Source: an optimization exercise on an open RTL-to-GDS flow (aim: small area). Production flows keep margins and buffers that such runs may drop. Only simulation tests tie the RTL to the original design; equivalence was not proved. Power and IR drop assume default switching activity. The clock port is modelled as an ideal driver; clocking choices that lean on that would not hold on a real chip.

File: design/flow/flow/run.sh
#!/bin/bash
# The standard layout (standard.sh, with the standard synthesis unchanged), with:
#  - port buffers as buf_1 cells (buffer_ports -buffer_cell),
#  - CTS with larger sink clusters and no dummy loads.
# The make output goes to standard_flow.log; each ORFS step keeps its own log under orfs/logs.
set -euo pipefail
bash standard.sh \
  BUFFER_PORTS_ARGS="-buffer_cell sky130_fd_sc_hd__buf_1" \
  CTS_ARGS="-sink_clustering_enable -repair_clock_nets -sink_clustering_size 25 -sink_clustering_max_diameter 80 -buf_list sky130_fd_sc_hd__clkbuf_16 -dont_use_dummy_load" \
  finish > standard_flow.log 2>&1
File: design/flow/standard.sh
#!/bin/bash
# synth_recipe.tcl (not shown) runs the flow's synth.tcl, then flattens the netlist and writes it again
# the make line also repeats each setting of config.mk as NAME=value (left out here)
make -C /OpenROAD-flow-scripts/flow DESIGN_CONFIG=/design/flow/config.mk WORK_HOME=/design/flow/orfs CLKGATE_MAP_FILE= SYNTH_SCRIPT=/design/flow/synth_recipe.tcl "${@:-finish}"
File: design/flow/config.mk
export PLATFORM = sky130hd
export DESIGN_NAME = thread_mmu
export DESIGN_NICKNAME = thread_mmu
export VERILOG_FILES = /design/flow/design.v
export SDC_FILE = /design/flow/constraint.sdc
export NUM_CORES = 4
export LEC_CHECK = 0
export CAP_MARGIN = 0
export CORE_MARGIN = 2
export CORE_UTILIZATION = 60
export PLACE_DENSITY = 0.7
export SLEW_MARGIN = 0
export SYNTH_HIERARCHICAL = 1
File: design/flow/constraint.sdc
create_clock -name core_clock -period 7.0 [get_ports {clk}]
set_input_delay 1.4000 -clock core_clock [delete_from_list [all_inputs] [get_ports {clk}]]
set_output_delay 1.4000 -clock core_clock [all_outputs]
set_load 0.01 [all_outputs]
File: design/flow/design.v
module tm_ao22 (input logic a, b, c, d, output logic y);
   assign y = (a & b) | (c & d);
endmodule
module tm_ao222 (input logic a, b, c, d, e, f, output logic y);
   assign y = (a & b) | (c & d) | (e & f);
endmodule
module tm_aoi222 (input logic a, b, c, d, e, f, output logic y);
   assign y = ~((a & b) | (c & d) | (e & f));
endmodule
module tm_nand3b (input logic an, b, c, output logic y);
   assign y = ~(~an & b & c);
endmodule
module tm_nand2 (input logic a, b, output logic y);
   assign y = ~(a & b);
endmodule
module tm_nor2 (input logic a, b, output logic y);
   assign y = ~(a | b);
endmodule
module tm_and2 (input logic a, b, output logic y);
   assign y = a & b;
endmodule
module tm_and3 (input logic a, b, c, output logic y);
   assign y = a & b & c;
endmodule
module tm_inv (input logic a, output logic y);
   assign y = ~a;
endmodule
module tm_oai21 (input logic a1, a2, b1, output logic y);
   assign y = ~((a1 | a2) & b1);
endmodule
module tm_rd8 (input logic [7:0] s, input logic [7:0] x, output logic y);
   logic n0, n1, t67;
   tm_aoi222 u_0 (.a(s[0]), .b(x[0]), .c(s[1]), .d(x[1]), .e(s[2]), .f(x[2]), .y(n0));
   tm_aoi222 u_1 (.a(s[3]), .b(x[3]), .c(s[4]), .d(x[4]), .e(s[5]), .f(x[5]), .y(n1));
   tm_ao22   u_2 (.a(s[6]), .b(x[6]), .c(s[7]), .d(x[7]), .y(t67));
   tm_nand3b u_3 (.an(t67), .b(n0), .c(n1), .y(y));
endmodule
module tm_ao21 (input logic a1, a2, b1, output logic y);
   assign y = (a1 & a2) | b1;
endmodule
module tm_cmp #(
   parameter bit INV1 = 1'b0
) (
   input  logic [31:0] a1,
   input  logic [31:0] b1,
   input  logic        c1,
   output logic        c32
);
   logic [32:0] w_c;     
   logic [32:0] w_c0;    
   logic [32:0] w_c1;    
   assign w_c[1] = c1;
   for (genvar k = 1; k < 10; k++) begin : g_b0
      tm_oai21 u_c (.a1(a1[k]), .a2(w_c[k]), .b1(b1[k]), .y(w_c[k+1]));
   end
   for (genvar k = 10; k < 32; k++) begin : g_b12
      if (k == 10 || k == 20) begin : g_start
         tm_inv u_0 (.a(INV1 ? b1[k] : a1[k]), .y(w_c0[k+1]));
         tm_inv u_1 (.a(INV1 ? a1[k] : b1[k]), .y(w_c1[k+1]));
      end else begin : g_next
         tm_oai21 u_0 (.a1(a1[k]), .a2(w_c0[k]), .b1(b1[k]), .y(w_c0[k+1]));
         tm_oai21 u_1 (.a1(a1[k]), .a2(w_c1[k]), .b1(b1[k]), .y(w_c1[k+1]));
      end
   end
   if (INV1) begin : g_sel_n
      tm_ao21 u_s1 (.a1(w_c0[20]), .a2(w_c[10]), .b1(w_c1[20]), .y(w_c[20]));
      tm_ao21 u_s2 (.a1(w_c0[32]), .a2(w_c[20]), .b1(w_c1[32]), .y(c32));
   end else begin : g_sel_p
      tm_ao21 u_s1 (.a1(w_c1[20]), .a2(w_c[10]), .b1(w_c0[20]), .y(w_c[20]));
      tm_ao21 u_s2 (.a1(w_c1[32]), .a2(w_c[20]), .b1(w_c0[32]), .y(c32));
   end
endmodule
module tm_lookup #(
   parameter int NT = 8,
   parameter int AW = 32
) (
   input  logic [NT*AW-1:0] base,     
   input  logic [NT*AW-1:0] limit,    
   input  logic [4*NT-1:0]  sel,      
   input  logic [AW-1:0]    addr,
   output logic             hit
);
   logic [AW-1:0] w_sb, w_sl, w_an;
   logic [AW-1:0] w_ab, w_bb, w_al, w_bl;    
   logic          w_cb1, w_cl1, w_hb, w_hln;
   for (genvar k = 0; k < AW; k++) begin : g_bit
      logic [NT-1:0] xb, xl;
      for (genvar t = 0; t < NT; t++) begin : g_t
         assign xb[t] = base[t*AW+k];
         assign xl[t] = limit[t*AW+k];
      end
      tm_rd8 u_rb (.s(sel[(k/8)*NT +: NT]), .x(xb), .y(w_sb[k]));
      tm_rd8 u_rl (.s(sel[(k/8)*NT +: NT]), .x(xl), .y(w_sl[k]));
      if (k == 0) begin : g_first
         tm_nor2  u_cb (.a(w_sb[k]), .b(addr[k]), .y(w_cb1));
         tm_nand2 u_cl (.a(addr[k]), .b(w_sl[k]), .y(w_cl1));
         assign w_ab[k] = 1'b0;
         assign w_bb[k] = 1'b0;
         assign w_al[k] = 1'b0;
         assign w_bl[k] = 1'b0;
      end else if (k % 2 == 0) begin : g_even
         tm_inv   u_an (.a(addr[k]), .y(w_an[k]));
         tm_nor2  u_gb (.a(w_sb[k]), .b(w_an[k]), .y(w_ab[k]));
         tm_nand2 u_pb (.a(w_sb[k]), .b(w_an[k]), .y(w_bb[k]));
         tm_nor2  u_pl (.a(w_an[k]), .b(w_sl[k]), .y(w_al[k]));
         tm_nand2 u_gl (.a(w_an[k]), .b(w_sl[k]), .y(w_bl[k]));
      end else begin : g_odd
         tm_nor2  u_pb (.a(w_sb[k]), .b(addr[k]), .y(w_ab[k]));
         tm_nand2 u_gb (.a(w_sb[k]), .b(addr[k]), .y(w_bb[k]));
         tm_nor2  u_gl (.a(addr[k]), .b(w_sl[k]), .y(w_al[k]));
         tm_nand2 u_pl (.a(addr[k]), .b(w_sl[k]), .y(w_bl[k]));
      end
   end
   tm_cmp #(.INV1(1'b0)) u_cb (.a1(w_ab), .b1(w_bb), .c1(w_cb1), .c32(w_hb));
   tm_cmp #(.INV1(1'b1)) u_cl (.a1(w_al), .b1(w_bl), .c1(w_cl1), .c32(w_hln));
   assign hit = w_hb & ~w_hln;
endmodule
module thread_mmu #(
   parameter int NUM_TRD = 8,
   parameter int TRD_W   = 3,
   parameter int AW      = 32
) (
   input  logic             clk,
   input  logic             rst_n,
   input  logic [AW-1:0]    i_addr,
   input  logic [TRD_W-1:0] i_trd,
   input  logic             i_rd,
   input  logic [AW-1:0]    d_addr,
   input  logic [TRD_W-1:0] d_trd,
   input  logic             d_rd,
   input  logic             d_wr,
   output logic             i_segfault,
   output logic             d_segfault,
   input  logic             i_fill_req,
   input  logic             d_fill_req,
   input  logic             d_fill_wr,
   output logic             i_fill_done,
   output logic             d_fill_done,
   output logic             fill_err,
   input  logic             cfg_we,
   input  logic             cfg_side,
   input  logic [TRD_W-1:0] cfg_trd,
   input  logic [AW-1:0]    cfg_base,
   input  logic [AW-1:0]    cfg_limit,
   input  logic             ready,
   input  logic             tx_done,
   output logic [1:0]       mem_op,
   output logic [63:0]      cpu_addr
);
   logic [NUM_TRD*AW-1:0] w_ib, w_il, w_db, w_dl;
   logic                  r_v0_i, r_v0_d;
   logic [AW-1:0]         w_wb, w_wl;    
   assign w_wb = cfg_base  ^ 32'hAAAA_AAAB;
   assign w_wl = cfg_limit ^ 32'hAAAA_AAAB;
   logic [1:0]         w_we_s;
   logic [NUM_TRD-1:0] w_ts;
   assign w_we_s[0] = cfg_we & ~cfg_side;
   assign w_we_s[1] = cfg_we &  cfg_side;
   for (genvar t = 0; t < NUM_TRD; t++) begin : g_ts
      assign w_ts[t] = (cfg_trd == TRD_W'(t));
   end
   for (genvar t = 0; t < NUM_TRD; t++) begin : g_trd
      logic          w_we_i, w_we_d;
      logic [1:0]    w_wi, w_hi, w_wd, w_hd;
      logic [AW-1:0] r_ib, r_il, r_db, r_dl;
      logic [AW-1:0] w_ib_d, w_il_d, w_db_d, w_dl_d;
      assign w_we_i = w_we_s[0] & w_ts[t];
      assign w_we_d = w_we_s[1] & w_ts[t];
      for (genvar c = 0; c < 2; c++) begin : g_cp
         tm_and2  u_wi (.a(w_we_s[0]), .b(w_ts[t]), .y(w_wi[c]));
         tm_nand2 u_hi (.a(w_we_s[0]), .b(w_ts[t]), .y(w_hi[c]));
         tm_and2  u_wd (.a(w_we_s[1]), .b(w_ts[t]), .y(w_wd[c]));
         tm_nand2 u_hd (.a(w_we_s[1]), .b(w_ts[t]), .y(w_hd[c]));
      end
      for (genvar k = 0; k < AW; k++) begin : g_bit
         tm_ao22 u_ib (.a(r_ib[k]), .b(w_hi[k/16]), .c(w_wb[k]), .d(w_wi[k/16]), .y(w_ib_d[k]));
         tm_ao22 u_il (.a(r_il[k]), .b(w_hi[k/16]), .c(w_wl[k]), .d(w_wi[k/16]), .y(w_il_d[k]));
         tm_ao22 u_db (.a(r_db[k]), .b(w_hd[k/16]), .c(w_wb[k]), .d(w_wd[k/16]), .y(w_db_d[k]));
         tm_ao22 u_dl (.a(r_dl[k]), .b(w_hd[k/16]), .c(w_wl[k]), .d(w_wd[k/16]), .y(w_dl_d[k]));
      end
      always_ff @(posedge clk) begin
         r_ib[AW-2:0] <= w_ib_d[AW-2:0];
         r_il[AW-2:0] <= w_il_d[AW-2:0];
         r_db[AW-2:0] <= w_db_d[AW-2:0];
         r_dl[AW-2:0] <= w_dl_d[AW-2:0];
      end
      if (t == 0) begin : g_t0
         always_ff @(posedge clk) begin
            r_ib[AW-1] <= w_ib_d[AW-1];
            r_il[AW-1] <= w_il_d[AW-1];
            r_db[AW-1] <= w_db_d[AW-1];
            r_dl[AW-1] <= w_dl_d[AW-1];
         end
         always_ff @(posedge clk or negedge rst_n) begin
            if (!rst_n) begin
               r_v0_i <= 1'b0;
               r_v0_d <= 1'b0;
            end else begin
               r_v0_i <= r_v0_i | w_we_i;
               r_v0_d <= r_v0_d | w_we_d;
            end
         end
      end else begin : g_tn
         always_ff @(posedge clk or negedge rst_n) begin
            if (!rst_n) begin
               r_ib[AW-1] <= 1'b0;
               r_il[AW-1] <= 1'b1;
               r_db[AW-1] <= 1'b0;
               r_dl[AW-1] <= 1'b1;
            end else begin
               r_ib[AW-1] <= w_ib_d[AW-1];
               r_il[AW-1] <= w_il_d[AW-1];
               r_db[AW-1] <= w_db_d[AW-1];
               r_dl[AW-1] <= w_dl_d[AW-1];
            end
         end
      end
      assign w_ib[t*AW +: AW] = r_ib;
      assign w_il[t*AW +: AW] = r_il;
      assign w_db[t*AW +: AW] = r_db;
      assign w_dl[t*AW +: AW] = r_dl;
   end
   logic [4*NUM_TRD-1:0] w_i_sel, w_d_sel;
   logic [TRD_W-1:0]     w_i_trdn, w_d_trdn;
   logic                 w_i_cmp, w_d_cmp, w_i_in, w_d_in;
   for (genvar b = 0; b < TRD_W; b++) begin : g_trdn
      tm_inv u_i (.a(i_trd[b]), .y(w_i_trdn[b]));
      tm_inv u_d (.a(d_trd[b]), .y(w_d_trdn[b]));
   end
   for (genvar q = 0; q < 4; q++) begin : g_selq
      for (genvar t = 0; t < NUM_TRD; t++) begin : g_sel
         localparam logic [TRD_W-1:0] TV = TRD_W'(t);
         logic [TRD_W-1:0] w_pi, w_pd;    
         assign w_pi = (i_trd & TV) | (w_i_trdn & ~TV);
         assign w_pd = (d_trd & TV) | (w_d_trdn & ~TV);
         tm_and3 u_i (.a(w_pi[0]), .b(w_pi[1]), .c(w_pi[2]), .y(w_i_sel[q*NUM_TRD+t]));
         tm_and3 u_d (.a(w_pd[0]), .b(w_pd[1]), .c(w_pd[2]), .y(w_d_sel[q*NUM_TRD+t]));
      end
   end
   tm_lookup #(.NT(NUM_TRD), .AW(AW)) u_i_look (
      .base(w_ib), .limit(w_il), .sel(w_i_sel), .addr(i_addr), .hit(w_i_cmp));
   tm_lookup #(.NT(NUM_TRD), .AW(AW)) u_d_look (
      .base(w_db), .limit(w_dl), .sel(w_d_sel), .addr(d_addr), .hit(w_d_cmp));
   assign w_i_in = (i_trd == '0 && !r_v0_i) ? (i_addr[AW-1:9] == 23'h80)  : w_i_cmp;
   assign w_d_in = (d_trd == '0 && !r_v0_d) ? (d_addr[AW-1:8] == 24'h102) : w_d_cmp;
   assign i_segfault = i_rd & ~w_i_in;
   assign d_segfault = (d_rd | d_wr) & ~w_d_in;
   typedef enum logic [1:0] {ST_IDLE, ST_ISSUE, ST_WAIT, ST_DONE} state_t;
   state_t        r_state, w_nxt;
   logic          r_side, r_last_d, r_err;
   logic          r_i_done, r_d_done, r_fill_err;
   logic [1:0]    r_op;
   logic [AW-1:0] r_addr, w_addr_d;
   logic          w_i_pend, w_d_pend, w_grant, w_gnt_d, w_sel_valid;
   logic          w_ld_i, w_ld_d, w_ld_n;
   assign w_i_pend    = i_fill_req & ~r_i_done;
   assign w_d_pend    = d_fill_req & ~r_d_done;
   assign w_grant     = (r_state == ST_IDLE) & (w_i_pend | w_d_pend);
   assign w_gnt_d     = w_d_pend & (~w_i_pend | ~r_last_d);
   assign w_sel_valid = w_gnt_d ? w_d_in : w_i_in;
   always_comb begin
      w_nxt = r_state;
      case (r_state)
         ST_IDLE:  if (w_i_pend || w_d_pend) begin
                      if (w_sel_valid) w_nxt = ST_ISSUE;
                      else             w_nxt = ST_DONE;
                   end
         ST_ISSUE: if (ready) w_nxt = ST_WAIT;
         ST_WAIT:  if (tx_done) w_nxt = ST_DONE;
         default:  w_nxt = ST_IDLE;
      endcase
   end
   assign w_ld_d = w_grant & w_sel_valid & w_gnt_d;
   assign w_ld_i = w_grant & w_sel_valid & ~w_gnt_d;
   assign w_ld_n = ~(w_grant & w_sel_valid);
   for (genvar k = 0; k < AW; k++) begin : g_addr
      tm_ao222 u_a (.a(r_addr[k]), .b(w_ld_n), .c(d_addr[k]), .d(w_ld_d), .e(i_addr[k]),
                    .f(w_ld_i), .y(w_addr_d[k]));
   end
   always_ff @(posedge clk or negedge rst_n) begin
      if (!rst_n) begin
         r_state    <= ST_IDLE;
         r_side     <= 1'b0;
         r_last_d   <= 1'b0;
         r_err      <= 1'b0;
         r_op       <= 2'b00;
         r_addr     <= '0;
         r_i_done   <= 1'b0;
         r_d_done   <= 1'b0;
         r_fill_err <= 1'b0;
      end else begin
         r_state    <= w_nxt;
         r_addr     <= w_addr_d;
         r_i_done   <= (r_state == ST_DONE) && !r_side;
         r_d_done   <= (r_state == ST_DONE) && r_side;
         r_fill_err <= (r_state == ST_DONE) && r_err;
         if (w_grant) begin
            r_side   <= w_gnt_d;
            r_last_d <= w_gnt_d;
            r_op     <= (w_gnt_d && d_fill_wr) ? 2'b11 : 2'b01;
            r_err    <= !w_sel_valid;
         end
      end
   end
   assign mem_op      = (r_state == ST_ISSUE) ? r_op : 2'b00;
   assign cpu_addr    = {{(64-AW){1'b0}}, r_addr};
   assign i_fill_done = r_i_done;
   assign d_fill_done = r_d_done;
   assign fill_err    = r_fill_err;
endmodule
==> summary.txt, run 1 <==
Status
  – Status: no timing/DRC/antenna violations

Setup path
  – CP startpoint kind: primary input
  – Crit Path Class: in2out
  – Arrival time worst endpoint: 5.36 ns
  – Worst-path fanout max: 16
  – Worst Setup End Kind: output port
  – Data required, critical path: 5.60 ns

Global routing
  – GR peak layer: met2
  – Total GRT Usage: 39.1%
  – Met1 usage: 50.3%
  – Largest net degree at the start of global routing: 52
  – Vias in the first global route: 33.1k
  – M2 GR Usage: 62.6%
  – Initial antenna violation count: 6
  – Global-route wire length before repair: approximately 200000 um
  – Remaining global-route overflow: 0
  – GR Util met3: 7.38%

Floorplan
  – Rows: 94
  – Starting Density: approximately 60%
  – Die H: around 260 um
  – Total core area: 0.0656 mm2
  – Width of the chip: roughly 260 um
  – Top-Level Pins: 220
  – Die ar.: ~0.07 mm2

Final layout
  – Nets: 3961
  – Fraction of layout cells with a size suffix above 1: 5.31%
  – Fill count: between 5k and 6k
  – P&R area growth vs syn: 9.53%
  – Layout Cells excl Fill: 4670
  – Area occupied by multi-input gates: 0.0174 mm2
  – FF+latch area: 0.0217 mm2

Timing
  – Final min period: 6.76 ns
  – Fmax: 148 MHz
  – Final setup viols: 0
  – Period utilization: 96.6%
  – Setup TNS: 0 ns
  – Slew margin rel.: roughly 12%
  – Fin. Hold Viols: 0
  – RSZ-0062 raised after global routing: false
  – Worst setup margin: 0.236 ns
  – Max-slew violations: 0
  – Slew @ Worst Pin: 1.32 ns
  – Worst Clk Skew: 0.0170 ns

Drt
  – Avg WL per Cell: 29.9 um
  – Residual DRC: 0
  – Final WL: 140000 um
  – DRT Pass-1 Iters: 9
  – Final ANT Viol Nets: 0
  – Initial drt markers: ~5.2k
  – Vias per inst: 7.49
  – Via count: roughly 35k

Clock tree
  – CTS tree: built
  – Root Buffer: clkbuf_16
  – Max H-tree Level: 2
  – Clock transition at path regs: 0.10 ns
  – CTS sink cnt: 1067
  – Maximum root-to-sink buffer count: 3
  – Cts hold-fix bufs: 0
  – Num CTS Buffers: 49
  – Setup bufs post-CTS: 0
  – Worst-Skew Late Latency: 0.64 ns

Synth
  – Cells after synthesis: 3454
  – Avg Cell Area, Syn: 11.5 um2
  – Post-synth design cell area: 0.0397 mm2
  – Synth warn: 7

Placement
  – Post-placement cell count: 4620
  – Post-DP HPWL: 86500 um
  – PortBufs: 187
  – Pre-CTS setup slack: approximately 0.30 ns
  – Routability cong.: 0.900

Power
  – Pleak: 17.7 nW
  – Worst vdd ir: 269 uV
  – Pwr dens: 331 mW/mm2

Flow run
  – Max Cap Viol: 0

Min path
  – Worst Hold Class: reg2reg
==> metrics by stage <==
step           cell area, um2  util [%]  total power [W]  hold slack (ns)
4_1_cts                 43500      66.2           0.0143            0.474
6_report                43500      66.2           0.0144            0.474
3_5_place_dp            42200      64.4           0.0113            0.451
3_3_place_gp            42200      64.4           0.0111            0.447
5_1_grt                 43500      66.2           0.0149            0.502
2_1_floorplan           39800         -           0.0103            0.431
==> flip-flops by register name (all words and copies together), names as in the netlist <==
| name | flops |
|---|---|
| g_trd.r_il | 256 |
| r_i_done | 1 |
| g_trd.r_ib | 256 |
| r_fill_err | 1 |
| g_trd.r_db | 256 |
| r_d_done | 1 |
| r_side | 1 |
| r_v0_d | 1 |
| r_addr | 32 |
| r_err | 1 |
| g_trd.r_dl | 256 |
| r_v0_i | 1 |
| r_state | 2 |
| r_op | 2 |
==> final timing paths <==
kind | startpoint | end | slack, ns | cells past startpoint
worst max-delay path | d_trd[2] | d_segfault | 0.24 | 24
worst min-delay path | r_op[0] | r_op[0] | 0.47 | 1
worst max register to register | g_trd[3].r_dl[21] | r_addr[4] | 2.36 | 23
worst min register to register | r_op[0] | r_op[0] | 0.47 | 1
max in group asynchronous | rst_n | r_addr[22] | 5.13 | 2
min in group asynchronous | rst_n | r_addr[0] | 0.73 | 1
==> metal layers <==
layer / wire (um) / part of all wire (%)
met2: 63200 / 45
met5: 36 / 0.026
met4: 7770 / 5.6
met3: 15400 / 11
met1: 53200 / 38
==> where the power goes <==
| part | switching (W) | internal (W) | leakage [nW] |
|---|---|---|---|
| clock network | 0.00189 | 0.00125 | 0.604 |
| logic | 0.00138 | 0.00160 | 7.86 |
| registers | 0.000796 | 0.00746 | 9.19 |
| total | 0.00406 | 0.0103 | 17.7 |
==> critical path, cell delays in order <==
cell,delay [ns]
buf_1,0.10
inv_1,0.21
and3_2,0.47
a222oi_1,0.48
nand3b_1,0.23
nand2_1,0.10
inv_1,0.05
o21ai_1,0.13
o21ai_1,0.09
o21ai_1,0.15
o21ai_1,0.09
o21ai_1,0.14
o21ai_1,0.08
o21ai_1,0.16
o21ai_1,0.12
o21ai_1,0.18
o21ai_1,0.12
o21ai_1,0.20
a21o_1,0.18
nor2b_4,0.05
o41ai_2,0.07
o21ai_0,0.27
nor2_1,0.14
buf_1,0.15
==> what timing repair did <==
action                                  in CTS  in global routing
endpoints found under the setup margin       0                  2
gates resized for setup                      0                  8
endpoints found under the hold margin        0                  0
==> cells in the final DEF, fill, tap and decap left out, types with 37 or more instances in the layout <==
master / count
and3_1: 58
and2_1: 37
nand2_1: 161
a22o_1: 1153
buf_4: 116
inv_1: 120
clkbuf_16: 49
dfxtp_1: 996
nor2_1: 133
buf_1: 186
o21ai_1: 197
dfrtp_1: 57
a222oi_1: 288
nand3b_1: 128
==> layout make-up <==
class                   count  area share (%)
diodes                      1         0.00576
clock buffers              49            2.82
inverters                 120            1.04
multi-input cells        2266            40.0
flip-flops and latches   1067            50.0
well taps                 864            2.49
repair buffers            303            3.63
==> run 2: changes to the inputs <==
--- a/design/flow/config.mk
+++ b/design/flow/config.mk
@@ -7,7 +7,7 @@
 export LEC_CHECK = 0
 export CAP_MARGIN = 0
 export CORE_MARGIN = 2
-export CORE_UTILIZATION = 60
-export PLACE_DENSITY = 0.7
+export CORE_UTILIZATION = 70
+export PLACE_DENSITY = 0.8
 export SLEW_MARGIN = 0
 export SYNTH_HIERARCHICAL = 1
==> summary.txt, run 2 <==
Final layout
  – Most frequent cells in the layout: 1153 x a22o_1, 996 x dfxtp_1, 288 x a222oi_1
  – Util after Layout: 77.1%
  – Fraction of layout cells with a size suffix above 1: 5.24%
  – Nets: 3953
  – Commonest non-fill, non-tap cell in the layout: a22o_1
  – P&R area growth vs syn: 9.10%

Power
  – Pleak: between 15 and 20 nW
  – Pwr dens: 332 mW/mm2
  – Worst vdd ir: 271 uV

Timing
  – Worst hold margin: 0.478 ns
  – Worst setup margin: 0.140 ns
  – Setup TNS: 0 ns
  – Slew margin rel.: 8.40%
  – Slew @ Worst Pin: 1.35 ns
  – Worst Clk Skew: 0.0333 ns
  – Fmax: 146 MHz
  – Max-slew violations: 0
  – Fin. Hold Viols: 0
  – Final min period: 6.86 ns
  – Period utilization: 98.0%
  – Final setup viols: 0

Synth
  – Cells after synthesis: 3454
  – Post-synth design cell area: between 0.03 and 0.04 mm2
  – Avg Cell Area, Syn: 11.5 um2
  – Synth warn: 7

Floorplan
  – Die H: about 240 um
  – Rows: 87
  – Total core area: between 0.05 and 0.06 mm2
  – Width of the chip: 242 um
  – Die ar.: 0.0586 mm2
  – Starting Density: 70.7%
  – Top-Level Pins: 220

Setup path
  – Data required, critical path: approximately 5.6 ns
  – CP startpoint kind: primary input
  – Worst-path fanout max: 16
  – Crit path launch: i_trd[2]
  – Critical path depth: 23
  – R2R Setup Slk: 2.13 ns
  – Worst Setup End Kind: output port
  – Arrival time worst endpoint: 5.46 ns
  – Crit Path Class: in2out
  – Reg-to-reg critical path endpoint: r_addr[5]
  – Setup crit end: i_segfault
  – Crit path max-delay family: compound AO/OA/AOI/OAI gates
  – Cell mode on critical path: o21ai_1
  – Crit path cell chain: buf_1, inv_1, and3_4, a222oi_1, nand3b_1, nand2_1, inv_1, o21ai_1, o21ai_1, o21ai_1, o21ai_1, o21ai_1, o21ai_1, o21ai_1, o21ai_1, o21ai_1, o21ai_1, o21ai_1, a21o_1, nor2b_4, nand2b_1, and3_2, buf_1
  – WP buf/inv: 4
  – Crit path largest cell delay: 0.46 ns
  – Cells on worst reg2reg path: 22
  – Slowest cell on crit path: a222oi_1
  – Reg-to-Reg Start: g_trd[0].r_il[21]

Global routing
  – Total GRT Usage: 44.2%
  – Vias in the first global route: 35.0k
  – Largest net degree at the start of global routing: 64
  – Global-route wire length before repair: 204000 um
  – Remaining global-route overflow: 0
  – Initial antenna violation count: 8

Clock tree
  – Maximum root-to-sink buffer count: 3
  – Root Buffer: clkbuf_16
  – Max H-tree Level: 2
  – Worst-Skew Late Latency: 0.63 ns
  – Clock transition at path regs: 0.10 ns
  – Setup bufs post-CTS: 0
  – CTS tree: built
  – CTS sink cnt: 1067
  – Num CTS Buffers: between 40 and 50

Min path
  – Worst Hold Class: reg2reg
  – Hold path start: r_op[0]

Status
  – Status: no timing/DRC/antenna violations

Drt
  – Via count: 35.5k
  – Avg WL per Cell: 29.6 um
  – Final ANT Viol Nets: 0
  – Initial drt markers: between 6k and 7k
  – Final WL: 135000 um
  – Vias per inst: approximately 7.8
  – Residual DRC: 0
  – DRT Pass-1 Iters: 14

Flow run
  – Max Cap Viol: 0

Placement
  – Post-DP HPWL: about 85000 um
  – Pre-CTS setup slack: 0.139 ns
  – Routability cong.: 0.956
  – PortBufs: 187
## run 2: layer usage
metal  routed length, um  track usage [%]  vias to the layer above
li1                    -                -                    14900
met1               47800             53.3                    17200
met2               61100             71.1                     2742
met3               17100             11.7                      570
met4                8830             27.2                       10
met5                  56                0                        -
## run 2: how the worst min path moves through the flow
stage,to,depth (start not counted)
6_report,r_op[0],1
5_1_grt,r_i_done,1
4_1_cts,r_op[0],1
3_5_place_dp,r_op[0],1
3_3_place_gp,r_op[0],1
2_1_floorplan,r_op[0],1
## run 2: layout make-up
type | instances | area (um2)
diodes | 4 | 10.0
clock buffers | 48 | 1200
fillers | 3821 | 12900
inverters | 120 | 450
multi-input cells | 2266 | 17400
flip-flops and latches | 1067 | 21700
well taps | 756 | 946
repair buffers | 296 | 1540
## run 2: through the flow
stage          instance area [um2]  power [W]  cells
2_1_floorplan                39800     0.0103   3485
3_3_place_gp                 42100     0.0111   4505
3_5_place_dp                 42100     0.0113   4505
4_1_cts                      43300     0.0142   4553
5_1_grt                      43300     0.0149   4554
6_report                     43300     0.0144   4557
## run 2: power breakdown
group	leakage (nW)	total, W	switching (W)	internal (W)
Combinational	7.82	0.00301	0.00140	0.00161
Clock	0.592	0.00307	0.00184	0.00123
Sequential	9.19	0.00828	0.000817	0.00746
## run 2: worst register-to-register path, delay by kind of cell, from the launching register on
kind	cells	cell delay, ns
flip-flops	1	0.33
AND/OR/NAND/NOR	5	1.28
buffers and inverters	2	0.47
AO/OA/AOI/OAI	15	2.69
## run 2: timing repair
item | 4_1_cts | 5_1_grt
hold buffers | 0 | 0
setup endpoints to repair | 0 | 2
resized for setup | 0 | 15
==> run 3: changes to the inputs <==
--- a/design/flow/design.v
+++ b/design/flow/design.v
@@ -7,9 +7,6 @@
 module tm_aoi222 (input logic a, b, c, d, e, f, output logic y);
    assign y = ~((a & b) | (c & d) | (e & f));
 endmodule
-module tm_nand3b (input logic an, b, c, output logic y);
-   assign y = ~(~an & b & c);
-endmodule
 module tm_nand2 (input logic a, b, output logic y);
    assign y = ~(a & b);
 endmodule
@@ -28,12 +25,18 @@
 module tm_oai21 (input logic a1, a2, b1, output logic y);
    assign y = ~((a1 | a2) & b1);
 endmodule
+module tm_aoi22 (input logic a, b, c, d, output logic y);
+   assign y = ~((a & b) | (c & d));
+endmodule
+module tm_nand3 (input logic a, b, c, output logic y);
+   assign y = ~(a & b & c);
+endmodule
 module tm_rd8 (input logic [7:0] s, input logic [7:0] x, output logic y);
-   logic n0, n1, t67;
+   logic n0, n1, n2;
    tm_aoi222 u_0 (.a(s[0]), .b(x[0]), .c(s[1]), .d(x[1]), .e(s[2]), .f(x[2]), .y(n0));
    tm_aoi222 u_1 (.a(s[3]), .b(x[3]), .c(s[4]), .d(x[4]), .e(s[5]), .f(x[5]), .y(n1));
-   tm_ao22   u_2 (.a(s[6]), .b(x[6]), .c(s[7]), .d(x[7]), .y(t67));
-   tm_nand3b u_3 (.an(t67), .b(n0), .c(n1), .y(y));
+   tm_aoi22  u_2 (.a(s[6]), .b(x[6]), .c(s[7]), .d(x[7]), .y(n2));
+   tm_nand3  u_3 (.a(n0), .b(n1), .c(n2), .y(y));
 endmodule
 module tm_ao21 (input logic a1, a2, b1, output logic y);
    assign y = (a1 & a2) | b1;
==> design/flow/flow/run.sh (replaced) <==
#!/bin/bash
# The standard layout (standard.sh, with the standard synthesis unchanged), with:
#  - combinational cells set to their smallest drive strength before floorplan
#    (flow/downsize.tcl as PRE_FLOORPLAN_TCL); the flow's repair steps upsize where needed,
#  - port buffers as buf_1 cells (buffer_ports -buffer_cell),
#  - CTS with larger sink clusters and no dummy loads.
# The make output goes to standard_flow.log; each ORFS step keeps its own log under orfs/logs.
set -euo pipefail
here="$(cd "$(dirname "${BASH_SOURCE[0]}")" && pwd)"
export PRE_FLOORPLAN_TCL="$here/downsize.tcl"
bash standard.sh \
  PRE_FLOORPLAN_TCL="$here/downsize.tcl" \
  BUFFER_PORTS_ARGS="-buffer_cell sky130_fd_sc_hd__buf_1" \
  CTS_ARGS="-sink_clustering_enable -repair_clock_nets -sink_clustering_size 25 -sink_clustering_max_diameter 80 -buf_list sky130_fd_sc_hd__clkbuf_16 -dont_use_dummy_load" \
  finish > standard_flow.log 2>&1
==> design/flow/flow/downsize.tcl (new file) <==
# Run before floorplan (PRE_FLOORPLAN_TCL): give every combinational cell from synthesis the
# smallest drive strength of its own cell type (same function and pins). The flow's timing and
# design repair then upsize or buffer where the layout needs it. Flip-flops, buffers, clock,
# delay and tie cells are left as they are.
set db [ord::get_db]
set block [ord::get_db_block]
array set small {}
array set small_area {}
foreach lib [$db getLibs] {
  foreach m [$lib getMasters] {
    set n [$m getName]
    if {![regexp {^(sky130_fd_sc_hd__[a-z0-9]+)_([0-9]+)$} $n -> base sz]} { continue }
    set a [expr {[$m getWidth] * [$m getHeight]}]
    if {![info exists small_area($base)] || $a < $small_area($base)} {
      set small_area($base) $a
      set small($base) $m
    }
  }
}
set skip {^sky130_fd_sc_hd__(df|edf|sdf|dl|sdl|clk|buf|conb|tap|fill|decap|diode|probe|lpflow|bufinv|bufbuf|einv|ebuf|macro|ha|fa)}
set n_swapped 0
foreach inst [$block getInsts] {
  set m [$inst getMaster]
  set n [$m getName]
  if {[regexp $skip $n]} { continue }
  if {![regexp {^(sky130_fd_sc_hd__[a-z0-9]+)_([0-9]+)$} $n -> base sz]} { continue }
  if {![info exists small($base)]} { continue }
  set sm $small($base)
  if {$sm eq $m} { continue }
  if {[expr {[$m getWidth] * [$m getHeight]}] <= $small_area($base)} { continue }
  if {[$inst swapMaster $sm]} { incr n_swapped }
}
puts "downsize: $n_swapped instances set to their smallest drive strength"
--- a/design/flow/config.mk
+++ b/design/flow/config.mk
@@ -7,7 +7,7 @@
 export LEC_CHECK = 0
 export CAP_MARGIN = 0
 export CORE_MARGIN = 2
-export CORE_UTILIZATION = 70
-export PLACE_DENSITY = 0.8
+export CORE_UTILIZATION = 60
+export PLACE_DENSITY = 0.7
 export SLEW_MARGIN = 0
 export SYNTH_HIERARCHICAL = 1
==> summary.txt, run 3 <==
Floorplan
  – Width of the chip: 259 um
  – Starting Density: 60.7%
  – Top-Level Pins: 220
  – Die ar.: a little under 0.07 mm2
  – Total core area: between 0.06 and 0.07 mm2
  – Die H: ~260 um
  – Rows: 93

Final layout
  – Area occupied by multi-input gates: 0.0169 mm2
  – FF+latch area: 0.0217 mm2
  – Most frequent cells in the layout: 1025 x a22o_1, 996 x dfxtp_1, 288 x a222oi_1
  – Fraction of layout cells with a size suffix above 1: 5.91%
  – P&R area growth vs syn: 10.4%
  – Commonest non-fill, non-tap cell in the layout: a22o_1
  – Nets: 3995
  – Fill count: 5050

Clock tree
  – CTS sink cnt: 1067
  – Maximum root-to-sink buffer count: 3
  – Clock transition at path regs: 0.10 ns
  – Num CTS Buffers: 49
  – Max H-tree Level: 2
  – Cts hold-fix bufs: 0
  – CTS tree: built
  – Worst-Skew Late Latency: 0.66 ns
  – Root Buffer: clkbuf_16

Power
  – Worst vdd ir: 249 uV
  – Power after layout: 0.0144 W
  – Pwr dens: 332 mW/mm2
  – Pleak: between 15 and 20 nW

Drt
  – Final ANT Viol Nets: 0
  – Vias per inst: 7.47
  – Avg WL per Cell: 29.3 um
  – Residual DRC: 0
  – DRT Pass-1 Iters: 10
  – Via count: 35.1k
  – Final WL: roughly 140000 um
  – Initial drt markers: 5306

Placement
  – Post-DP HPWL: 87900 um
  – PortBufs: 187
  – Pre-CTS setup slack: 0.333 ns
  – Routability cong.: approximately 0.9

Synth
  – Post-synth design cell area: roughly 0.04 mm2
  – Synth warn: 7
  – Cells after synthesis: 3454
  – Avg Cell Area, Syn: 11.3 um2

Setup path
  – CP startpoint kind: primary input
  – Reg-to-reg critical path endpoint: r_addr[23]
  – Data required, critical path: 5.60 ns
  – Cell mode on critical path: o21ai_1
  – Worst Setup End Kind: output port
  – Crit path cell chain: buf_1, clkinvlp_4, buf_12, and3_1, buf_4, a222oi_1, nand3_1, nor2_1, o21ai_1, o21ai_1, o21ai_1, o21ai_1, o21ai_1, o21ai_1, o21ai_1, o21ai_2, a21o_1, a21o_1, nor2b_1, o41ai_1, buf_4, o21ai_0, nor2_1, buf_1
  – Crit path largest cell delay: around 0.34 ns
  – R2R Setup Slk: 2.63 ns
  – Reg-to-Reg Start: g_trd[0].r_ib[20]
  – Setup crit end: d_segfault
  – Crit path launch: d_trd[0]
  – Arrival time worst endpoint: 5.40 ns
  – Worst-path fanout max: 12
  – Cells on worst reg2reg path: 24
  – Crit Path Class: in2out
  – Slowest cell on crit path: a222oi_1

Global routing
  – Vias in the first global route: approximately 34k
  – Global-route wire length before repair: 205000 um
  – Total GRT Usage: 39.2%
  – Remaining global-route overflow: 0
  – Initial antenna violation count: 5
  – Largest net degree at the start of global routing: 72

Timing
  – Final min period: 6.80 ns
  – Final setup viols: 0
  – Worst hold margin: ~0.49 ns
  – Fmax: 147 MHz
  – Worst setup margin: 0.196 ns
  – Slew @ Worst Pin: 1.30 ns
  – Period utilization: 97.2%
  – Setup TNS: 0 ns
  – Max-slew violations: 0
  – Worst Clk Skew: 0.0433 ns
  – Fin. Hold Viols: 0
  – Slew margin rel.: between 10% and 20%

Min path
  – Worst Hold Class: reg2reg

Flow run
  – Max Cap Viol: 0

Status
  – Status: no timing/DRC/antenna violations
==> run 3: changes by cell type in the layout (fill, tap and decap cells not counted), sizes merged <==
cell      before   now
diode          4     2
nand3b       128     0
nand3          3   131
inv          120   117
clkinvlp       0     3
a22oi          0   128
clkbuf        49    52
buf          295   334
a22o        1153  1025
==> run 3: area by class of cell <==
| class | instances | share of cell area (%) |
|---|---|---|
| Sequential cell | 1067 | 50.3 |
| Multi-Input combinational cell | 2266 | 39.0 |
| Timing Repair Buffer | 337 | 4.33 |
| Clock buffer | 49 | 2.84 |
| Tap cell | 855 | 2.47 |
| Inverter | 120 | 1.07 |
| Antenna cell | 2 | 0.0116 |
==> run 3: power breakdown <==
group | internal, W | switching [W] | total (W)
Sequential | 0.00746 | 0.000809 | 0.00827
Clock | 0.00125 | 0.00188 | 0.00313
Combinational | 0.00158 | 0.00138 | 0.00296
==> run 3: metrics by stage <==
step	instances	utilization [%]	instance area, um2
finish	4696	67.1	43200
global route	4695	67.1	43200
CTS	4686	66.9	43100
detailed placement	4637	65.0	41900
global placement	4637	65.0	41900
floorplan	3485	-	39300
==> run 3: worst min path at each step <==
stage                     slack, ns  cells past startpoint               from                 to
after CTS                      0.47                      1             r_side           r_i_done
after detailed placement       0.47                      1  g_trd[3].r_db[29]  g_trd[3].r_db[29]
after global routing           0.50                      1             r_side           r_i_done
final                          0.49                      1             r_side           r_i_done
after global placement         0.45                      1            r_op[0]            r_op[0]
after floorplan                0.43                      1             r_v0_i             r_v0_i
==> run 3: worst max-delay path: cells and delay by family <==
family                 cells  cell delay, ns
and+or+nand+nor            5            0.79
AOI/OAI and AO/OA         13            2.05
buffers and inverters      6            1.13
==> run 3: layer usage <==
| metal | wire (um) | track usage (%) | vias to the layer above |
|---|---|---|---|
| li1 | - | - | 15000 |
| met3 | 14800 | 8.07 | 428 |
| met4 | 7760 | 20.8 | 8 |
| met5 | 54 | 0 | - |
| met1 | 52600 | 49.9 | 17300 |
| met2 | 62500 | 63.0 | 2318 |
==> run 3: repair_timing <==
| action | 4_1_cts | 5_1_grt |
|---|---|---|
| endpoints found under the setup margin | 0 | 1 |
| resized for setup | 0 | 9 |
| setup buffers | 0 | 8 |
==> run 4: changes to the inputs <==
--- a/design/flow/flow/run.sh
+++ b/design/flow/flow/run.sh
@@ -11,5 +11,5 @@
 bash standard.sh \
   PRE_FLOORPLAN_TCL="$here/downsize.tcl" \
   BUFFER_PORTS_ARGS="-buffer_cell sky130_fd_sc_hd__buf_1" \
-  CTS_ARGS="-sink_clustering_enable -repair_clock_nets -sink_clustering_size 25 -sink_clustering_max_diameter 80 -buf_list sky130_fd_sc_hd__clkbuf_16 -dont_use_dummy_load" \
+  CTS_ARGS="-sink_clustering_enable -repair_clock_nets -sink_clustering_size 30 -sink_clustering_max_diameter 100 -buf_list sky130_fd_sc_hd__clkbuf_16 -dont_use_dummy_load" \
   finish > standard_flow.log 2>&1
==> summary.txt, run 4 <==
Final layout
  – Fill count: approximately 5.1k
  – Most frequent cells in the layout: 1025 x a22o_1, 996 x dfxtp_1, 288 x a222oi_1
  – Layout Cells excl Fill: 4689
  – Util after Layout: 66.7%
  – Fraction of layout cells with a size suffix above 1: 5.69%
  – Finished Cell Area: about 0.043 mm2
  – P&R area growth vs syn: 9.90%
  – FF+latch area: 0.0217 mm2
  – Area occupied by multi-input gates: 0.0169 mm2
  – Commonest non-fill, non-tap cell in the layout: a22o_1
  – Nets: 3988

Drt
  – Highest metal used: met5
  – Met1 WL: just over 50000 um
  – Vias per inst: 7.47
  – DRT Pass-1 Iters: 11
  – Final ANT Viol Nets: 0
  – Avg WL per Cell: 29.3 um
  – Initial drt markers: 5813
  – Via count: 35.0k
  – Final WL: roughly 140000 um
  – Length of routed met2 wiring: 62300 um
  – Routed wl met3: around 16000 um
  – Residual DRC: 0

Timing
  – Final min period: between 6 and 7 ns
  – Fin. Hold Viols: 0
  – Final setup viols: 0
  – Max-slew violations: 0
  – Fmax: 145 MHz
  – Slew @ Worst Pin: 1.33 ns
  – Worst hold margin: 0.492 ns
  – Period utilization: 98.2%
  – Slew margin rel.: 11.2%
  – Worst Clk Skew: 0.0403 ns

Setup path
  – Worst Setup End Kind: output port
  – Arrival time worst endpoint: 5.48 ns
  – Slowest cell on crit path: a222oi_1
  – Cell mode on critical path: o21ai_1
  – Data required, critical path: roughly 5.6 ns
  – Crit Path Class: in2out
  – Worst-path fanout max: 9
  – Crit path largest cell delay: 0.44 ns
  – CP startpoint kind: primary input

Global routing
  – Remaining global-route overflow: 0
  – Total GRT Usage: 39.1%
  – Initial antenna violation count: 5
  – Global-route wire length before repair: 204000 um
  – Vias in the first global route: 33.8k
  – Largest net degree at the start of global routing: 72

Floorplan
  – Width of the chip: 259 um
  – Die H: approximately 260 um
  – Top-Level Pins: 220
  – Rows: between 90 and 100
  – Starting Density: 60.7%
  – Die ar.: approximately 0.067 mm2
  – Total core area: 0.0645 mm2

Placement
  – Routability cong.: ~0.92
  – Post-DP HPWL: 87900 um
  – Post-placement cell count: 4637
  – Post-DP Area: 0.0419 mm2
  – PortBufs: between 150 and 200

Min path
  – Worst Hold Class: reg2reg

Power
  – Pwr dens: 328 mW/mm2
  – Pleak: 17.5 nW
  – Power after layout: 0.0141 W
  – Worst vdd ir: 233 uV

Synth
  – Synth warn: 7
  – Post-synth design cell area: 0.0391 mm2
  – Cells after synthesis: about 3.5k
  – Avg Cell Area, Syn: between 10 and 15 um2

Status
  – Status: no timing/DRC/antenna violations

Clock tree
  – Worst-Skew Late Latency: 0.62 ns
  – CTS tree: built
  – CTS sink cnt: about 1.1k
  – Maximum root-to-sink buffer count: 3
  – Num CTS Buffers: 41
  – Root Buffer: clkbuf_16
  – Max H-tree Level: 2
  – Clock transition at path regs: 0.11 ns

Flow run
  – Max Cap Viol: 0
run 4: per-layer routing:
metal	global-route usage, %	vias up
met3	8.27	416
met4	21.4	6
met2	62.7	2394
met5	0	-
li1	-	15000
met1	49.6	17300
run 4: area by class of cell:
type | count | area share (%)
tap | 855 | 2.49
inverter | 120 | 1.07
antenna | 2 | 0.0116
clock buffer | 41 | 2.38
multi-input combinational | 2266 | 39.2
timing repair buffer | 338 | 4.34
sequential | 1067 | 50.5
run 4: final timing paths:
check / startpoint / end / slack, ns / cells after the start
worst max-delay path: d_trd[0] / d_segfault / 0.12 / 26
worst min register to register: r_side / r_i_done / 0.49 / 1
max in group asynchronous: rst_n / r_addr[30] / 5.23 / 2
worst min-delay path: r_side / r_i_done / 0.49 / 1
worst max register to register: g_trd[3].r_db[2] / r_addr[23] / 2.63 / 22
min in group asynchronous: rst_n / r_side / 1.06 / 2
run 4: critical path, delay by kind of cell:
kind,cells,cell delay [ns]
AOI/OAI and AO/OA,15,2.06
buffers and inverters,6,1.06
and+or+nand+nor,5,0.95
run 4: per-stage QoR:
step / TNS, ns / setup WS, ns
after floorplan: 0 / 1.06
after global placement: 0 / 0.401
after detailed placement: 0 / 0.333
after CTS: 0 / 0.268
after global routing: -0.0927 / -0.0927
final: 0 / 0.124
run 4: where the power goes:
part,internal (W),switching (W)
registers,0.00746,0.000807
clock network,0.00106,0.00182
logic,0.00158,0.00138
total,0.0101,0.00401
run 4: what timing repair did:
item                       CTS  global route
hold buffers                 0             0
resized for setup            0             7
buffers inserted             0             9
setup endpoints to repair    0             1
==> run 5: changes to the inputs <==
--- a/design/flow/config.mk
+++ b/design/flow/config.mk
@@ -9,5 +9,6 @@
 export CORE_MARGIN = 2
 export CORE_UTILIZATION = 60
 export PLACE_DENSITY = 0.7
+export SETUP_SLACK_MARGIN = 0.05
 export SLEW_MARGIN = 0
 export SYNTH_HIERARCHICAL = 1
==> summary.txt, run 5 <==
Status
  – Status: no timing/DRC/antenna violations

Flow run
  – Max Cap Viol: 0

Final layout
  – Finished Cell Area: 0.0430 mm2
  – Nets: 3988
  – Most frequent cells in the layout: 1025 x a22o_1, 996 x dfxtp_1, 288 x a222oi_1
  – Layout Cells excl Fill: 4690
  – Area occupied by multi-input gates: ~0.017 mm2
  – Fill count: 5054
  – P&R area growth vs syn: 9.92%
  – Commonest non-fill, non-tap cell in the layout: a22o_1
  – Fraction of layout cells with a size suffix above 1: 5.74%
  – FF+latch area: 0.0217 mm2

Setup path
  – Worst-path fanout max: 10
  – Cells on worst reg2reg path: 23
  – Arrival time worst endpoint: 5.38 ns
  – Crit Path Class: in2out
  – Data required, critical path: 5.60 ns
  – CP startpoint kind: primary input
  – Worst Setup End Kind: output port

Global routing
  – Vias in the first global route: 33.8k
  – Initial antenna violation count: 5
  – Total GRT Usage: 39.1%
  – Global-route wire length before repair: 204000 um
  – Largest net degree at the start of global routing: 72
  – Remaining global-route overflow: 0

Drt
  – Initial drt markers: slightly below 6k
  – Via count: 34.9k
  – Final WL: 138000 um
  – Residual DRC: 0
  – Vias per inst: 7.43
  – Final ANT Viol Nets: 0
  – DRT Pass-1 Iters: 11
  – Avg WL per Cell: 29.4 um

Floorplan
  – Starting Density: 60.7%
  – Width of the chip: about 260 um
  – Die H: 259 um
  – Total core area: 0.0645 mm2
  – Top-Level Pins: 220
  – Die ar.: 0.0673 mm2
  – Rows: 93

Synth
  – Synth warn: 7
  – Avg Cell Area, Syn: around 11 um2
  – Cells after synthesis: 3454
  – Post-synth design cell area: 0.0391 mm2

Timing
  – Fin. Hold Viols: 0
  – Max-slew violations: 0
  – Final setup viols: 0
  – Final min period: 6.78 ns
  – Setup TNS: 0 ns
  – Period utilization: 96.8%
  – Worst Clk Skew: 0.0387 ns
  – Worst setup margin: 0.225 ns
  – Slew @ Worst Pin: 1.31 ns
  – Slew margin rel.: 12.6%
  – Fmax: 148 MHz

Clock tree
  – Worst-Skew Late Latency: a little over 0.6 ns
  – Num CTS Buffers: 41
  – Cts hold-fix bufs: 0
  – CTS sink cnt: about 1.1k
  – Max H-tree Level: 2
  – Clock transition at path regs: between 0.1 and 0.15 ns
  – Root Buffer: clkbuf_16
  – CTS tree: built
  – Maximum root-to-sink buffer count: 3

Placement
  – Post-DP Area: between 0.04 and 0.05 mm2
  – Pre-CTS setup slack: 0.333 ns
  – PortBufs: roughly 190
  – Post-DP HPWL: approximately 90000 um
  – Post-placement cell count: 4637
  – Routability cong.: 0.918

Power
  – Pwr dens: 328 mW/mm2
  – Pleak: 17.5 nW
  – Power after layout: 0.0141 W
  – Worst vdd ir: 233 uV

Min path
  – Worst Hold Class: reg2reg
  – WHS Path Cells: 1
## run 5: cell type report
class	count	share of cell area (%)
antenna	3	0.0174
clock buffer	41	2.38
inverter	120	1.07
multi-input combinational	2266	39.2
sequential	1067	50.5
tap	855	2.49
timing repair buffer	338	4.34
## run 5: worst max-delay path, stage by stage
cell        delay [ns]
buf_1             0.21
clkinvlp_4        0.17
buf_12            0.16
and3_1            0.25
buf_4             0.23
a222oi_1          0.42
nand3_1           0.19
nor2_2            0.17
o21ai_1           0.08
o21ai_1           0.13
o21ai_1           0.08
o21ai_1           0.14
o21ai_1           0.08
o21ai_1           0.13
o21ai_1           0.08
o21ai_1           0.15
o21ai_1           0.09
o21ai_1           0.14
o21ai_1           0.09
a21o_1            0.19
nor2b_2           0.14
o41ai_1           0.09
buf_4             0.18
o21ai_0           0.13
nor2_1            0.11
buf_1             0.14
## run 5: per-stage QoR
stage | util, % | hold WS, ns
floorplan | - | 0.429
global placement | 65.0 | 0.449
detailed placement | 65.0 | 0.469
CTS | 66.6 | 0.488
global route | 66.7 | 0.507
finish | 66.7 | 0.494
## run 5: per-layer routing
| layer | vias up | track usage, % | wire (um) |
|---|---|---|---|
| met2 | 2318 | 62.7 | 62200 |
| met3 | 422 | 8.27 | 15500 |
| met1 | 17100 | 49.6 | 51900 |
| met4 | 6 | 21.4 | 7950 |
| li1 | 15000 | - | - |
| met5 | - | 0 | 39 |
## run 5: final timing paths
check / endpoint / start / slack (ns)
worst max-delay path: d_segfault / d_trd[0] / 0.22
min in group asynchronous: r_i_done / rst_n / 1.07
max in group asynchronous: g_trd[3].r_db[31] / rst_n / 5.23
worst min register to register: r_i_done / r_side / 0.49
worst min-delay path: r_i_done / r_side / 0.49
worst max register to register: r_addr[23] / g_trd[3].r_db[11] / 2.66
## run 5: repair_timing
item | CTS | global route
gates resized for setup | 0 | 9
setup endpoints to repair | 0 | 1
hold endpoints to repair | 0 | 0
buffers inserted | 0 | 9
## run 5: power breakdown
group          internal [W]  total [W]  switching [W]
Combinational       0.00158    0.00296        0.00138
Sequential          0.00746    0.00827       0.000808
Clock               0.00106    0.00289        0.00182
Total                0.0101     0.0141        0.00401
==> run 6: changes to the inputs <==
--- a/design/flow/config.mk
+++ b/design/flow/config.mk
@@ -7,8 +7,8 @@
 export LEC_CHECK = 0
 export CAP_MARGIN = 0
 export CORE_MARGIN = 2
-export CORE_UTILIZATION = 60
-export PLACE_DENSITY = 0.7
+export CORE_UTILIZATION = 65
+export PLACE_DENSITY = 0.75
 export SETUP_SLACK_MARGIN = 0.05
 export SLEW_MARGIN = 0
 export SYNTH_HIERARCHICAL = 1
==> summary.txt, run 6 <==
Timing
  – Final setup viols: 0
  – Worst Clk Skew: 0.0268 ns
  – Slew margin rel.: between 10% and 20%
  – Fmax: 146 MHz
  – Setup TNS: 0 ns
  – Fin. Hold Viols: 0
  – RSZ-0062 raised after global routing: false
  – Worst hold margin: 0.490 ns
  – Final min period: 6.86 ns
  – Slew @ Worst Pin: 1.23 ns
  – Max-slew violations: 0
  – Period utilization: 98.0%

Clock tree
  – Worst-Skew Late Latency: 0.63 ns
  – Clock transition at path regs: 0.08 ns
  – CTS tree: built
  – Num CTS Buffers: slightly above 40
  – Cts hold-fix bufs: 0
  – CTS sink cnt: 1067
  – Root Buffer: clkbuf_16
  – Maximum root-to-sink buffer count: 3
  – Max H-tree Level: 2

Setup path
  – Worst-path fanout max: 9
  – Reg-to-Reg Start: g_trd[0].r_db[20]
  – Slowest cell on crit path: a222oi_1
  – Crit path largest cell delay: approximately 0.48 ns
  – Cell mode on critical path: o21ai_1
  – Arrival time worst endpoint: roughly 5.5 ns
  – Reg-to-reg critical path endpoint: r_addr[0]
  – Cells on worst reg2reg path: 25
  – CP startpoint kind: primary input
  – R2R Setup Slk: 2.62 ns
  – Crit path cell chain: buf_1, clkinvlp_4, buf_12, and3_2, a222oi_1, nand3_1, nor2_1, o21ai_1, o21ai_1, o21ai_1, o21ai_1, o21ai_1, o21ai_1, o21ai_1, o21ai_1, a21o_1, a21o_1, nor2b_1, o41ai_1, buf_4, o21ai_0, nor2_1, buf_1
  – Crit Path Class: in2out
  – Worst Setup End Kind: output port
  – Data required, critical path: 5.60 ns

Floorplan
  – Die H: 249 um
  – Top-Level Pins: 220
  – Die ar.: 0.0622 mm2
  – Width of the chip: around 250 um
  – Total core area: 0.0592 mm2
  – Rows: 89
  – Starting Density: 66.1%

Global routing
  – Total GRT Usage: 41.4%
  – Vias in the first global route: roughly 34k
  – Largest net degree at the start of global routing: 72
  – Remaining global-route overflow: 0
  – Global-route wire length before repair: between 200000 and 250000 um
  – Initial antenna violation count: 8

Drt
  – Residual DRC: 0
  – Avg WL per Cell: 29.3 um
  – Via count: 35.5k
  – DRT Pass-1 Iters: 14
  – Final WL: 135000 um
  – Final ANT Viol Nets: 0
  – Vias per inst: around 7.7
  – Initial drt markers: between 5k and 6k

Min path
  – Hold path start: g_trd[6].r_il[2]
  – Worst hold endpoint: g_trd[6].r_il[2]
  – WHS Path Cells: 1
  – Worst Hold Class: reg2reg

Placement
  – Routability cong.: 0.909
  – Post-DP HPWL: between 80000 and 90000 um
  – PortBufs: about 190

Synth
  – Cells after synthesis: 3454
  – Synth warn: 7
  – Post-synth design cell area: 0.0391 mm2
  – Avg Cell Area, Syn: approximately 11 um2

Final layout
  – Nets: 3992
  – P&R area growth vs syn: 9.80%
  – Most frequent cells in the layout: 1025 x a22o_1, 996 x dfxtp_1, 288 x a222oi_1
  – Fraction of layout cells with a size suffix above 1: 6.02%
  – Commonest non-fill, non-tap cell in the layout: a22o_1

Flow run
  – Max Cap Viol: 0

Status
  – Status: no timing/DRC/antenna violations

Power
  – Worst vdd ir: 292 uV
  – Pwr dens: 328 mW/mm2
  – Pleak: roughly 18 nW
  – Power after layout: 0.0141 W
[run 6: metrics by stage]
step / setup WS [ns] / std cells / utilization (%) / area [um2]
global placement: 0.323 / 4564 / 70.6 / 41800
floorplan: 1.06 / 3485 / - / 39300
detailed placement: 0.265 / 4564 / 70.6 / 41800
global route: 0.0263 / 4610 / 72.5 / 43000
finish: 0.137 / 4614 / 72.6 / 43000
CTS: 0.223 / 4605 / 72.4 / 42900
[run 6: cell type report]
class / count / area, um2
multi-input cells: 2266 / 16900
well taps: 773 / 967
fillers: 4300 / 16300
flip-flops and latches: 1067 / 21700
repair buffers: 342 / 1900
clock buffers: 41 / 1030
diodes: 5 / 12.5
inverters: 120 / 458
[run 6: critical path: cells and delay by family]
family          cells  cell delay, ns
compound gates     13            2.30
buf+inv             5            0.96
simple gates        5            0.80
[run 6: worst max-delay path by stage]
| stage | startpoint | endpoint | slack (ns) | cells past startpoint |
|---|---|---|---|---|
| after floorplan | i_trd[2] | r_addr[0] | 1.06 | 22 |
| after global placement | d_trd[2] | d_segfault | 0.32 | 25 |
| after detailed placement | d_trd[0] | d_segfault | 0.26 | 25 |
| after CTS | d_trd[0] | d_segfault | 0.22 | 25 |
| after global routing | d_trd[1] | d_segfault | 0.03 | 24 |
| final | d_trd[0] | d_segfault | 0.14 | 23 |
[run 6: power breakdown]
part | switching, W | internal, W
registers | 0.000803 | 0.00746
logic | 0.00139 | 0.00159
clock network | 0.00182 | 0.00106
[run 6: what timing repair did]
item	in CTS	in global routing
resized for setup	0	19
setup buffers	0	4
endpoints found under the setup margin	0	1
[run 6: routing by layer]
metal,share of wire (%),vias up,track usage (%)
li1,-,15000,-
met1,37,17300,51.1
met2,44,2679,65.0
met3,12,543,9.88
met4,6.9,12,27.4
met5,0.050,-,0
==> run 7: changes to the inputs <==
--- a/design/flow/flow/run.sh
+++ b/design/flow/flow/run.sh
@@ -11,5 +11,5 @@
 bash standard.sh \
   PRE_FLOORPLAN_TCL="$here/downsize.tcl" \
   BUFFER_PORTS_ARGS="-buffer_cell sky130_fd_sc_hd__buf_1" \
-  CTS_ARGS="-sink_clustering_enable -repair_clock_nets -sink_clustering_size 30 -sink_clustering_max_diameter 100 -buf_list sky130_fd_sc_hd__clkbuf_16 -dont_use_dummy_load" \
+  CTS_ARGS="-sink_clustering_enable -repair_clock_nets -sink_clustering_size 28 -sink_clustering_max_diameter 90 -buf_list sky130_fd_sc_hd__clkbuf_16 -dont_use_dummy_load" \
   finish > standard_flow.log 2>&1
--- a/design/flow/config.mk
+++ b/design/flow/config.mk
@@ -7,8 +7,7 @@
 export LEC_CHECK = 0
 export CAP_MARGIN = 0
 export CORE_MARGIN = 2
-export CORE_UTILIZATION = 65
-export PLACE_DENSITY = 0.75
-export SETUP_SLACK_MARGIN = 0.05
+export CORE_UTILIZATION = 60
+export PLACE_DENSITY = 0.7
 export SLEW_MARGIN = 0
 export SYNTH_HIERARCHICAL = 1
==> summary.txt, run 7 <==
Floorplan
  – Die ar.: 0.0673 mm2
  – Rows: 93
  – Die H: around 260 um
  – Total core area: 0.0645 mm2
  – Starting Density: 60.7%
  – Top-Level Pins: 220
  – Width of the chip: 259 um

Clock tree
  – Maximum root-to-sink buffer count: 3
  – Max H-tree Level: 2
  – Worst-Skew Late Latency: 0.63 ns
  – Clock transition at path regs: approximately 0.060 ns
  – Root Buffer: clkbuf_16
  – Num CTS Buffers: 44
  – Cts hold-fix bufs: 0
  – CTS tree: built
  – CTS sink cnt: 1067

Synth
  – Post-synth design cell area: 0.0391 mm2
  – Cells after synthesis: 3454
  – Synth warn: 7
  – Avg Cell Area, Syn: 11.3 um2

Power
  – Worst vdd ir: 319 uV
  – Logic pwr share: about a fifth
  – Power Internal: 0.0102 W
  – Clock Power Share: 21.0%
  – Pleak: ~18 nW
  – Flop pwr share: 58.1%
  – Switch Pwr: approximately 0.0040 W
  – Switch share: between 20% and 30%
  – Power after layout: 0.0142 W
  – Pwr dens: about 330 mW/mm2

Drt
  – DRT Pass-1 Iters: 9
  – Via count: 35.0k
  – Final WL: 138000 um
  – Residual DRC: 0
  – Initial drt markers: slightly below 6k
  – Final ANT Viol Nets: 0
  – Vias per inst: 7.46
  – Avg WL per Cell: 29.3 um

Min path
  – Worst Hold Class: reg2reg
  – WHS Path Cells: 1

Final layout
  – Most frequent cells in the layout: 1025 x a22o_1, 996 x dfxtp_1, 288 x a222oi_1
  – Fill count: between 5k and 6k
  – Fraction of layout cells with a size suffix above 1: 5.76%
  – Nets: 3991
  – FF+latch area: 0.0217 mm2
  – Commonest non-fill, non-tap cell in the layout: a22o_1
  – Layout Cells excl Fill: around 4.7k
  – Area occupied by multi-input gates: ~0.017 mm2
  – P&R area growth vs syn: 10.1%
  – Util after Layout: 66.8%

Setup path
  – Cell mode on critical path: o21ai_1
  – Cells on worst reg2reg path: 22
  – Crit path largest cell delay: about 0.46 ns
  – Crit path cell chain: buf_1, clkinvlp_4, buf_12, and3_1, a222oi_1, nand3_1, nor2_1, o21ai_1, o21ai_1, o21ai_1, o21ai_1, o21ai_1, o21ai_1, o21ai_1, o21ai_1, o21ai_1, a21o_1, a21o_1, nor2b_1, o41ai_1, buf_4, o21ai_0, nor2_1, buf_1
  – Worst-path fanout max: 7
  – Worst Setup End Kind: output port
  – Crit Path Class: in2out
  – Slowest cell on crit path: a222oi_1
  – Arrival time worst endpoint: 5.41 ns
  – Data required, critical path: approximately 5.6 ns
  – CP startpoint kind: primary input

Status
  – Status: no timing/DRC/antenna violations

Placement
  – Post-DP HPWL: 87900 um
  – PortBufs: 187
  – Post-placement cell count: 4637
  – Routability cong.: about 0.92

Timing
  – Period utilization: 97.2%
  – Fmax: between 100 and 150 MHz
  – Worst hold margin: 0.490 ns
  – Fin. Hold Viols: 0
  – Max-slew violations: 0
  – Slew margin rel.: 13.3%
  – Final setup viols: 0
  – Final min period: between 6 and 7 ns
  – Slew @ Worst Pin: ~1.3 ns
  – Worst Clk Skew: 0.0457 ns

Global routing
  – Global-route wire length before repair: 204000 um
  – Vias in the first global route: 33.7k
  – Remaining global-route overflow: 0
  – Total GRT Usage: about two fifths
  – Initial antenna violation count: 4
  – Largest net degree at the start of global routing: 72

Flow run
  – Max Cap Viol: 0
run 7: cell types whose count changed in the layout (fill, tap and decap cells not counted), moves of 4 or more:
cell | previous run | this run
o21ai_2 | 4 | 0
buf_4 | 153 | 149
and3_1 | 58 | 65
and3_2 | 6 | 2
o21ai_1 | 193 | 197
diode_2 | 5 | 1
run 7: final cells by class:
| class | instances | share of cell area (%) |
|---|---|---|
| Clock buffer | 44 | 2.56 |
| Tap cell | 855 | 2.48 |
| Timing Repair Buffer | 338 | 4.33 |
| Multi-Input combinational cell | 2266 | 39.1 |
| Sequential cell | 1067 | 50.4 |
| Inverter | 120 | 1.07 |
| Antenna cell | 1 | 0.00581 |
run 7: per-stage QoR:
step | cell area, um2 | TNS (ns) | worst slack [ns]
floorplan | 39300 | 0 | 1.06
global placement | 41900 | 0 | 0.401
detailed placement | 41900 | 0 | 0.333
CTS | 43000 | 0 | 0.292
global route | 43100 | -0.00774 | -0.00774
finish | 43100 | 0 | 0.194
run 7: routing by layer:
| layer | vias to the layer above | part of all wire (%) | track usage, % |
|---|---|---|---|
| met5 | - | 0.023 | 0 |
| li1 | 15000 | - | - |
| met1 | 17300 | 38 | 49.6 |
| met2 | 2292 | 45 | 62.6 |
| met3 | 436 | 11 | 8.02 |
| met4 | 6 | 5.8 | 21.5 |
run 7: power groups by stage:
stage / registers [W] / logic (W) / clock network [W]
global placement: 0.00827 / 0.00277 / 0
floorplan: 0.00814 / 0.00211 / 0
detailed placement: 0.00835 / 0.00289 / 0
CTS: 0.00822 / 0.00290 / 0.00299
finish: 0.00826 / 0.00297 / 0.00299
global route: 0.00839 / 0.00319 / 0.00318
run 7: final timing paths:
| check | slack [ns] | end | start |
|---|---|---|---|
| worst max-delay path | 0.19 | d_segfault | d_trd[0] |
| worst min-delay path | 0.49 | g_trd[7].r_ib[2] | g_trd[7].r_ib[2] |
| worst max register to register | 2.56 | r_addr[23] | g_trd[3].r_db[2] |
| worst min register to register | 0.49 | g_trd[7].r_ib[2] | g_trd[7].r_ib[2] |
| max in group asynchronous | 5.22 | g_trd[4].r_db[31] | rst_n |
| min in group asynchronous | 1.06 | r_side | rst_n |
run 7: critical path: cells and delay by family:
| family | cells | cell delay [ns] |
|---|---|---|
| compound gates | 14 | 2.27 |
| buf+inv | 5 | 0.93 |
| simple gates | 5 | 0.82 |
run 7: repair_timing:
action                     4_1_cts  5_1_grt
resized for setup                0        7
setup endpoints to repair        0        1
buffers inserted                 0        9

==> port drivers added, routing unchanged <==
The results above use ideal ports. As a check the final layouts listed here were re-extracted and re-timed, cells and wires unchanged.
Step 1 assumes that a clkbuf_16 drives the clock port and a buf_2 every other input.
Step 2, shift: input delay + t, output delay - t, t = (earliest + latest rising clock arrival at the registers) / 2. This alone moves slack from input paths to output paths.
a / b / c = ideal / step 1 / step 2; a / b = the first two.
run	t, ns	setup slack, ns	worst setup path after step 2	cell pins on the clock port's net
run 1	0.697	0.236 / 0.206 / 0.206	input to output	1
run 2	0.681	0.140 / 0.112 / 0.112	input to output	1
run 3	0.706	0.196 / 0.169 / 0.169	input to output	1
run 4	0.673	0.124 / 0.098 / 0.098	input to output	1
run 5	0.671	0.225 / 0.198 / 0.198	input to output	1
run 6	0.679	0.137 / 0.112 / 0.112	input to output	1
run 7	0.682	0.194 / 0.167 / 0.167	input to output	1
After both steps setup and hold are still met in every run listed. For run 1, which loses most, drivers alone change the setup slack by -0.030 ns; drivers and shift together by -0.030 ns.
